This is an optimization exercise on Yosys and OpenROAD, whose aim is small area, not a production implementation.
Only simulation tests tie the RTL to the original design; equivalence was not proved.

// ds_block_top
module ds_block_top #(
    parameter int IMG_W  = 6,
    parameter int IMG_H  = 5,
    parameter int STRIDE = 1
) (
    input  wire                                    clk,
    input  wire                                    rstn,
    input  wire                                    in_valid,
    input  wire  [ds_pkg::NCH*ds_pkg::ACT_W-1:0]   in_pix,
    output logic                                   out_valid,
    output logic [ds_pkg::NOUT*ds_pkg::ACT_W-1:0]  out_pix
);
    logic [2:0]  col, row;
    logic [2:0]  ncol, nrow;
    logic        drain, adv, emit;
    logic        ok_l, ok_r, ok_t, ok_b;
    assign drain = (row == 3'd5) || (row == 3'd6);
    assign adv   = in_valid || drain;
    assign emit  = adv && (row != 3'd0) && !(row == 3'd1 && col == 3'd0);
    always_comb begin
        if (row == 3'd6) begin
            ncol = 3'd0;
            nrow = 3'd0;
        end else if (col == 3'd5) begin
            ncol = 3'd0;
            nrow = row + 3'd1;
        end else begin
            ncol = col + 3'd1;
            nrow = row;
        end
    end
    always_ff @(posedge clk or negedge rstn) begin
        if (!rstn) begin
            col   <= '0;
            row   <= '0;
            ok_l  <= 1'b1;
            ok_r  <= 1'b0;
            ok_t  <= 1'b1;
            ok_b  <= 1'b1;
        end else if (adv) begin
            col   <= ncol;
            row   <= nrow;
            ok_l  <= (ncol != 3'd1);
            ok_r  <= (ncol != 3'd0);
            ok_t  <= (ncol == 3'd0) ? (nrow != 3'd2) : (nrow != 3'd1);
            ok_b  <= (ncol == 3'd0) ? (nrow != 3'd6) : (nrow != 3'd5);
        end
    end
    logic [31:0] sr [1:14];
    always_ff @(posedge clk) begin
        if (adv) begin
            sr[1] <= in_pix;
            for (int i = 2; i <= 14; i++) sr[i] <= sr[i-1];
        end
    end
    wire [15:0] ta14 = ~(sr[14][15:0] & {16{ok_t && ok_l}});
    wire [15:0] ta12 = ~(sr[12][15:0] & {16{ok_t && ok_r}});
    wire [15:0] ta8 = ~(sr[8][15:0] & {16{ok_l}});
    wire [15:0] ta7 = sr[7][15:0];
    wire [15:0] ta6 = ~(sr[6][15:0] & {16{ok_r}});
  ...
For scale: about 1800 cells after synthesis, roughly 27000 um2 of cells after synthesis.
export LEC_CHECK = 0
export CAP_MARGIN = 20
export CORE_MARGIN = 2
export CORE_UTILIZATION = 40
export CTS_BUF_LIST = sky130_fd_sc_hd__clkbuf_8
export CTS_CLUSTER_DIAMETER = 100
export CTS_CLUSTER_SIZE = 16
export SLEW_MARGIN = 20
export SYNTH_HIERARCHICAL = 1
export SYNTH_MINIMUM_KEEP_SIZE = 0
create_clock -name core_clock -period 8.0 [get_ports {clk}]
standard.sh (not shown) runs the stock make flow with config.mk's settings and CLKGATE_MAP_FILE= SYNTH_SCRIPT=/design/flow/synth_recipe.tcl, a recipe that flattens the netlist after the stock synthesis.
==> flow/flow/run.sh <==
#!/bin/bash
# The standard synthesis; then the logic before the depthwise result register
# (all combinational cells except the full adders and the pointwise stage's
# cone) mapped again for area by flow/remap.tcl, every other cell untouched,
# and flow/equiv.tcl proving the result equivalent to the standard netlist;
# then the standard layout from floorplan on, with three changes: the port
# buffers are the smallest buffer (sky130_fd_sc_hd__buf_1); clock tree
# synthesis adds no dummy loads (its clustering settings repeat config.mk's);
# and the constant outputs share one tie cell instead of one each.
set -euo pipefail
export BUFFER_PORTS_ARGS="-buffer_cell sky130_fd_sc_hd__buf_1"
export SKIP_REPAIR_TIE_FANOUT=1
export CTS_ARGS="-sink_clustering_enable -repair_clock_nets -sink_clustering_size 16 -sink_clustering_max_diameter 100 -buf_list sky130_fd_sc_hd__clkbuf_8 -dont_use_dummy_load"
bash standard.sh synth > standard_synth.log 2>&1
R=orfs/results/sky130hd/ds_block_top/base
cp $R/1_2_yosys.v $R/1_2_yosys_standard.v
YOSYS="$FLOW_HOME/../tools/install/yosys/bin/yosys"
REMAP_RESULTS=$R REMAP_ABC=flow/remap.abc "$YOSYS" -c flow/remap.tcl > remap.log 2>&1
REMAP_RESULTS=$R "$YOSYS" -c flow/equiv.tcl > equiv.log 2>&1
rm -f $R/1_synth.odb $R/1_synth.sdc
bash standard.sh > standard.log 2>&1
Other scripts of this flow, unchanged in this note and not shown: flow/flow/equiv.tcl, flow/flow/remap.abc, flow/flow/remap.tcl
The baseline finished with timing, DRC and antenna clean.
Next try:
--- a/flow/flow/run.sh
+++ b/flow/flow/run.sh
@@ -11,5 +11,5 @@
 export BUFFER_PORTS_ARGS="-buffer_cell sky130_fd_sc_hd__buf_1"
 export SKIP_REPAIR_TIE_FANOUT=1
-export CTS_ARGS="-sink_clustering_enable -repair_clock_nets -sink_clustering_size 16 -sink_clustering_max_diameter 100 -buf_list sky130_fd_sc_hd__clkbuf_8 -dont_use_dummy_load"
+export CTS_ARGS="-sink_clustering_enable -repair_clock_nets -sink_clustering_size 14 -sink_clustering_max_diameter 90 -buf_list sky130_fd_sc_hd__clkbuf_8 -dont_use_dummy_load"
 bash standard.sh synth > standard_synth.log 2>&1
 R=orfs/results/sky130hd/ds_block_top/base
--- a/flow/config.mk
+++ b/flow/config.mk
@@ -10,6 +10,6 @@
 export CORE_UTILIZATION = 40
 export CTS_BUF_LIST = sky130_fd_sc_hd__clkbuf_8
-export CTS_CLUSTER_DIAMETER = 100
-export CTS_CLUSTER_SIZE = 16
+export CTS_CLUSTER_DIAMETER = 90
+export CTS_CLUSTER_SIZE = 14
 export SLEW_MARGIN = 20
 export SYNTH_HIERARCHICAL = 1
The new run passed the timing, design-rule and antenna checks.
Non-clock buffer count decreases by 1.
Utilization increases by 0.11 points.
Sequential share of layout area decreases by 0.12 points.
Clock-buffer cell count increases by 6.
Synthesized area does not change.


## job 105
Another version of the RTL of ds_block_top (not shown whole).
For scale: roughly 1900 cells after synthesis, about 490 flip-flops, roughly 100 I/O pins.
export LEC_CHECK = 0
export CAP_MARGIN = 20
export CORE_MARGIN = 2
export CORE_UTILIZATION = 40
export CTS_BUF_LIST = sky130_fd_sc_hd__clkbuf_16
export CTS_CLUSTER_DIAMETER = 120
export CTS_CLUSTER_SIZE = 24
export SLEW_MARGIN = 20
export SYNTH_HIERARCHICAL = 1
export SYNTH_MINIMUM_KEEP_SIZE = 0
create_clock -name core_clock -period 8.0 [get_ports {clk}]
run.sh (not shown) runs the stock make flow with config.mk's settings and CLKGATE_MAP_FILE= SYNTH_SCRIPT=/design/flow/synth_recipe.tcl, a recipe that flattens the netlist after the stock synthesis.
Stock flow here: none of the scripts above is used.
For job 102, these inputs were changed with respect to job 105:
==> flow/flow/run.sh (new file) <==
#!/bin/bash
# The standard layout, except that the port buffers are the smallest buffer
# (sky130_fd_sc_hd__buf_1) rather than the one buffer_ports picks by default.
set -euo pipefail
export BUFFER_PORTS_ARGS="-buffer_cell sky130_fd_sc_hd__buf_1"
bash standard.sh > standard.log 2>&1
==> flow/standard.sh (new file) <==
#!/bin/bash
# synth_recipe.tcl (not shown) runs the flow's synth.tcl, then flattens the netlist and writes it again
# the make line also repeats each setting of config.mk as NAME=value (left out here)
make -C /OpenROAD-flow-scripts/flow DESIGN_CONFIG=/design/flow/config.mk WORK_HOME=/design/flow/orfs CLKGATE_MAP_FILE= SYNTH_SCRIPT=/design/flow/synth_recipe.tcl "${@:-finish}"
removed: flow/run.sh
## What came out
- Job 105 was larger in final cell area than job 102.
- Job 102 vs job 105, path depth of the worst reg2reg path went down by 1.
- Worst setup slack on job 102 is ahead of job 105.
- Going from job 105 to job 102, routability congestion estimate from global placement grew by a few percent.
- Compare job 105 and job 102 | utilization higher: job 105


## fjord
RTL: one of the versions met above, not the one the previous note started from.
Size in the first run: ~2000 cells after synthesis, about 100 I/O pins, roughly 0.027 mm2 of cells after synthesis.
Settings: LEC_CHECK=0, CAP_MARGIN=20, CORE_MARGIN=2, CORE_UTILIZATION=40, CTS_BUF_LIST=sky130_fd_sc_hd__clkbuf_8, CTS_CLUSTER_DIAMETER=90, CTS_CLUSTER_SIZE=14, SLEW_MARGIN=20, SYNTH_HIERARCHICAL=1, SYNTH_MINIMUM_KEEP_SIZE=0; clock period 8.0 ns.
standard.sh (not shown) runs the stock make flow with config.mk's settings and CLKGATE_MAP_FILE= SYNTH_SCRIPT=/design/flow/synth_recipe.tcl, a recipe that flattens the netlist after the stock synthesis.
==> flow/flow/run.sh <==
#!/bin/bash
# The standard synthesis; then its combinational logic except the full adders
# mapped again by flow/remap.tcl (the logic before the depthwise result
# register for area, the pointwise stage with a delay target),
# and flow/equiv.tcl proving the result equivalent to the standard netlist;
# then the standard layout from floorplan on, with three changes: the port
# buffers are the smallest buffer (sky130_fd_sc_hd__buf_1); clock tree
# synthesis adds no dummy loads (its clustering settings repeat config.mk's);
# and the constant outputs share one tie cell instead of one each.
set -euo pipefail
export BUFFER_PORTS_ARGS="-buffer_cell sky130_fd_sc_hd__buf_1"
export SKIP_REPAIR_TIE_FANOUT=1
export CTS_ARGS="-sink_clustering_enable -repair_clock_nets -sink_clustering_size 14 -sink_clustering_max_diameter 90 -buf_list sky130_fd_sc_hd__clkbuf_8 -dont_use_dummy_load"
bash standard.sh synth > standard_synth.log 2>&1
R=orfs/results/sky130hd/ds_block_top/base
cp $R/1_2_yosys.v $R/1_2_yosys_standard.v
YOSYS="$FLOW_HOME/../tools/install/yosys/bin/yosys"
REMAP_RESULTS=$R REMAP_ABC=flow/remap.abc REMAP_ABC_PW=flow/remap_pw.abc "$YOSYS" -c flow/remap.tcl > remap.log 2>&1
REMAP_RESULTS=$R "$YOSYS" -c flow/equiv.tcl > equiv.log 2>&1
rm -f $R/1_synth.odb $R/1_synth.sdc
bash standard.sh > standard.log 2>&1
==> flow/flow/remap.abc <==
strash
dc2
&get -n
&dch -f
&nf -a -R 1000
&put
topo
Other scripts of this flow, unchanged in this note and not shown: flow/flow/equiv.tcl, flow/flow/remap.tcl, flow/flow/remap_pw.abc
Edits applied to the flow inputs when going from fjord to onyx:
--- a/flow/flow/remap.abc
+++ b/flow/flow/remap.abc
@@ -2 +2,5 @@
-dc2
+&get -n
+&dch -f
+&nf -a -R 1000
+&put
+strash
### Flow results
| portion of the clock cycle consumed by the worst path in the final layout | lower: fjord |. onyx vs fjord: wire length on met2 up in onyx. onyx vs fjord on clock buffer count from CTS: onyx is the lower one. When onyx is measured against fjord, its number of signal-net buffers in the layout turns out about 4% higher. Diff fjord..onyx | critical path depth | unchanged. fjord → onyx: global routing met1 resource utilization shows a reduction of 0.63 points, area added between synthesis and finish now larger, number of logic inverters in the finished layout went up by 1.3%, highest cell delay on the worst timing path went up by 50 ps.


## rev 12
Another version of the RTL of ds_block_top (not shown whole).
Size in the first run: roughly 100 I/O pins, ~0.027 sq mm of cells after synthesis.
export LEC_CHECK = 0
export CAP_MARGIN = 20
export CORE_MARGIN = 2
export CORE_UTILIZATION = 40
export CTS_BUF_LIST = sky130_fd_sc_hd__clkbuf_4
export CTS_CLUSTER_DIAMETER = 60
export CTS_CLUSTER_SIZE = 8
export SLEW_MARGIN = 20
export SYNTH_HIERARCHICAL = 1
export SYNTH_MINIMUM_KEEP_SIZE = 0
create_clock -name core_clock -period 8.0 [get_ports {clk}]
==> flow/flow/run.sh <==
#!/bin/bash
# The standard layout with two changes: the port buffers are the smallest
# buffer (sky130_fd_sc_hd__buf_1) rather than the one buffer_ports picks by
# default, and clock tree synthesis adds no dummy loads. The clustering
# settings repeat config.mk's. The constant outputs share one tie cell.
set -euo pipefail
export BUFFER_PORTS_ARGS="-buffer_cell sky130_fd_sc_hd__buf_1"
export SKIP_REPAIR_TIE_FANOUT=1
export CTS_ARGS="-sink_clustering_enable -repair_clock_nets -sink_clustering_size 8 -sink_clustering_max_diameter 60 -buf_list sky130_fd_sc_hd__clkbuf_4 -dont_use_dummy_load"
bash standard.sh > standard.log 2>&1
Rev 12: all stages complete, timing, DRC and antenna checks passed
The following lists how rev 13 was set up differently from rev 12:
Settings: changing CTS_CLUSTER_SIZE from 8 to 10; changing CTS_CLUSTER_DIAMETER from 60 to 80.
--- a/flow/flow/run.sh
+++ b/flow/flow/run.sh
@@ -7,4 +7,4 @@
 export BUFFER_PORTS_ARGS="-buffer_cell sky130_fd_sc_hd__buf_1"
 export SKIP_REPAIR_TIE_FANOUT=1
-export CTS_ARGS="-sink_clustering_enable -repair_clock_nets -sink_clustering_size 8 -sink_clustering_max_diameter 60 -buf_list sky130_fd_sc_hd__clkbuf_4 -dont_use_dummy_load"
+export CTS_ARGS="-sink_clustering_enable -repair_clock_nets -sink_clustering_size 10 -sink_clustering_max_diameter 80 -buf_list sky130_fd_sc_hd__clkbuf_4 -dont_use_dummy_load"
 bash standard.sh > standard.log 2>&1
==> comparison <==
The higher met3 layer usage reported by global route of rev 12 and rev 13 is in rev 12.
Sequential-to-total area share from yosys stat: rev 13 vs rev 12, no meaningful difference
Rev 13 packs its core more loosely than rev 12.
Summary of rev 13 over rev 12: routed length per instance saw little to no change; via count of the routed design down 151; final critical-path setup slack saw little to no change; synthesized area flat; overall routed net length went down.


ds_block_top, a different RTL version from the one above (not shown whole).
For scale: roughly 2000 cells after synthesis, ~28000 um2 of cells after synthesis.
export LEC_CHECK = 0
export CAP_MARGIN = 20
export CORE_MARGIN = 2
export CORE_UTILIZATION = 40
export CTS_BUF_LIST = sky130_fd_sc_hd__clkbuf_16
export CTS_CLUSTER_DIAMETER = 120
export CTS_CLUSTER_SIZE = 24
export SLEW_MARGIN = 20
export SYNTH_HIERARCHICAL = 1
export SYNTH_MINIMUM_KEEP_SIZE = 0
create_clock -name core_clock -period 8.0 [get_ports {clk}]
==> flow/flow/run.sh <==
#!/bin/bash
# The standard layout, except that the port buffers are the smallest buffer
# (sky130_fd_sc_hd__buf_1) rather than the one buffer_ports picks by default.
set -euo pipefail
export BUFFER_PORTS_ARGS="-buffer_cell sky130_fd_sc_hd__buf_1"
bash standard.sh > standard.log 2>&1
The first run finished with timing, DRC and antenna clean.
Rerun with:
==> flow/run.sh (new file) <==
#!/bin/bash
# synth_recipe.tcl (not shown) runs the flow's synth.tcl, then flattens the netlist and writes it again
# the make line also repeats each setting of config.mk as NAME=value (left out here)
make -C /OpenROAD-flow-scripts/flow DESIGN_CONFIG=/design/flow/config.mk WORK_HOME=/design/flow/orfs CLKGATE_MAP_FILE= SYNTH_SCRIPT=/design/flow/synth_recipe.tcl finish
Settings changed: CTS_BUF_LIST sky130_fd_sc_hd__clkbuf_16 to sky130_fd_sc_hd__clkbuf_8, CTS_CLUSTER_DIAMETER 120 to 80, CTS_CLUSTER_SIZE 24 to 14.
removed: flow/flow/run.sh
removed: flow/standard.sh
The changed run passed the timing, design-rule and antenna checks; die area stays the same; non-clock buffer count is lower by 1; synthesized cell count stays the same; sequential share of layout area is lower by 0.83 points; wire length is higher by 1.6%.
Rerun with:
Settings changed: CTS_BUF_LIST sky130_fd_sc_hd__clkbuf_8 to sky130_fd_sc_hd__clkbuf_16, CTS_CLUSTER_DIAMETER 80 to 120, CTS_CLUSTER_SIZE 14 to 24.
The changed run finished clean.
Wire length decreases by 1.0%.
Maximum frequency falls by 0.51%.
Worst setup slack degrades by 0.038 ns.
Cell area hardly moves.
Sequential cell count stays the same.
Utilization barely changes.


Another version of the RTL of ds_block_top (not shown whole).
For scale: about 100 I/O pins, about 27000 µm² of cells after synthesis.
export LEC_CHECK = 0
export CAP_MARGIN = 20
export CORE_MARGIN = 2
export CORE_UTILIZATION = 40
export CTS_BUF_LIST = sky130_fd_sc_hd__clkbuf_8
export CTS_CLUSTER_DIAMETER = 100
export CTS_CLUSTER_SIZE = 16
export SLEW_MARGIN = 20
export SYNTH_HIERARCHICAL = 1
export SYNTH_MINIMUM_KEEP_SIZE = 0
create_clock -name core_clock -period 8.0 [get_ports {clk}]
==> flow/flow/run.sh <==
#!/bin/bash
# The standard layout (standard.sh, synthesis included) with three changes:
# the port buffers are the smallest buffer (sky130_fd_sc_hd__buf_1) rather
# than the one buffer_ports picks by default; clock tree synthesis adds no
# dummy loads (its clustering settings repeat config.mk's); and the constant
# outputs share one tie cell instead of one each.
set -euo pipefail
export BUFFER_PORTS_ARGS="-buffer_cell sky130_fd_sc_hd__buf_1"
export SKIP_REPAIR_TIE_FANOUT=1
export CTS_ARGS="-sink_clustering_enable -repair_clock_nets -sink_clustering_size 16 -sink_clustering_max_diameter 100 -buf_list sky130_fd_sc_hd__clkbuf_8 -dont_use_dummy_load"
bash standard.sh > standard.log 2>&1
Edit:
==> flow/flow/run.sh (replaced) <==
#!/bin/bash
# The standard layout with two changes: the port buffers are the smallest
# buffer (sky130_fd_sc_hd__buf_1) rather than the one buffer_ports picks by
# default, and clock tree synthesis adds no dummy loads. The clustering
# settings repeat config.mk's. The constant outputs share one tie cell.
set -euo pipefail
export BUFFER_PORTS_ARGS="-buffer_cell sky130_fd_sc_hd__buf_1"
export SKIP_REPAIR_TIE_FANOUT=1
export CTS_ARGS="-sink_clustering_enable -repair_clock_nets -sink_clustering_size 16 -sink_clustering_max_diameter 100 -buf_list sky130_fd_sc_hd__clkbuf_8 -dont_use_dummy_load"
bash standard.sh > standard.log 2>&1
=> The changed run passed the timing, design-rule and antenna checks. First-iteration DRC count is unchanged. Count of clock-buffer cells in the layout is unchanged. Final cell count does not change. Register-to-register slack stays flat. Worst setup slack is unchanged. Worst hold slack stays the same. Cell area is unchanged. Wire length does not change. Non-clock buffer count stays the same.

## port drivers added, routing unchanged
Ports are ideal in the flow. The routed layouts listed here were re-timed in OpenROAD. Step 1: set_driving_cell puts a clkbuf_16 on clk and a buf_2 on each other input, an assumption about the parent block. Step 2 times the ports against the registers' clock, not the clock port: input delays grow and output delays shrink by t, the midpoint of the rising clock arrivals with the driver on. Three values: ideal, step 1, step 2; two values: the first two.
run	t (ns)	slack for setup (ns)	slew at the worst register clock pin (ns)
the first run of note 1	0.664	0.503 / 0.454 / 0.503	0.12 / 0.12
the second run of note 1	0.669	0.488 / 0.435 / 0.552	0.09 / 0.09
job 105	0.647	0.419 / 0.359 / 0.960	0.10 / 0.10
job 102	0.636	0.603 / 0.543 / 0.967	0.11 / 0.11
fjord	0.658	0.488 / 0.434 / 0.514	0.10 / 0.10
onyx	0.663	0.370 / 0.314 / 0.480	0.11 / 0.11
rev 12	0.826	0.363 / 0.363 / 0.363	0.10 / 0.10
rev 13	0.837	0.365 / 0.365 / 0.365	0.12 / 0.12
the first run of note 5	0.647	0.687 / 0.618 / 0.982	0.10 / 0.10
the second run of note 5	0.693	0.517 / 0.461 / 1.108	0.10 / 0.10
the third run of note 5	0.637	0.479 / 0.413 / 1.050	0.10 / 0.10
the first run of note 6	0.641	0.391 / 0.391 / 0.391	0.11 / 0.11
the second run of note 6	0.641	0.391 / 0.391 / 0.391	0.11 / 0.11
After both steps setup and hold are still met in every run listed.
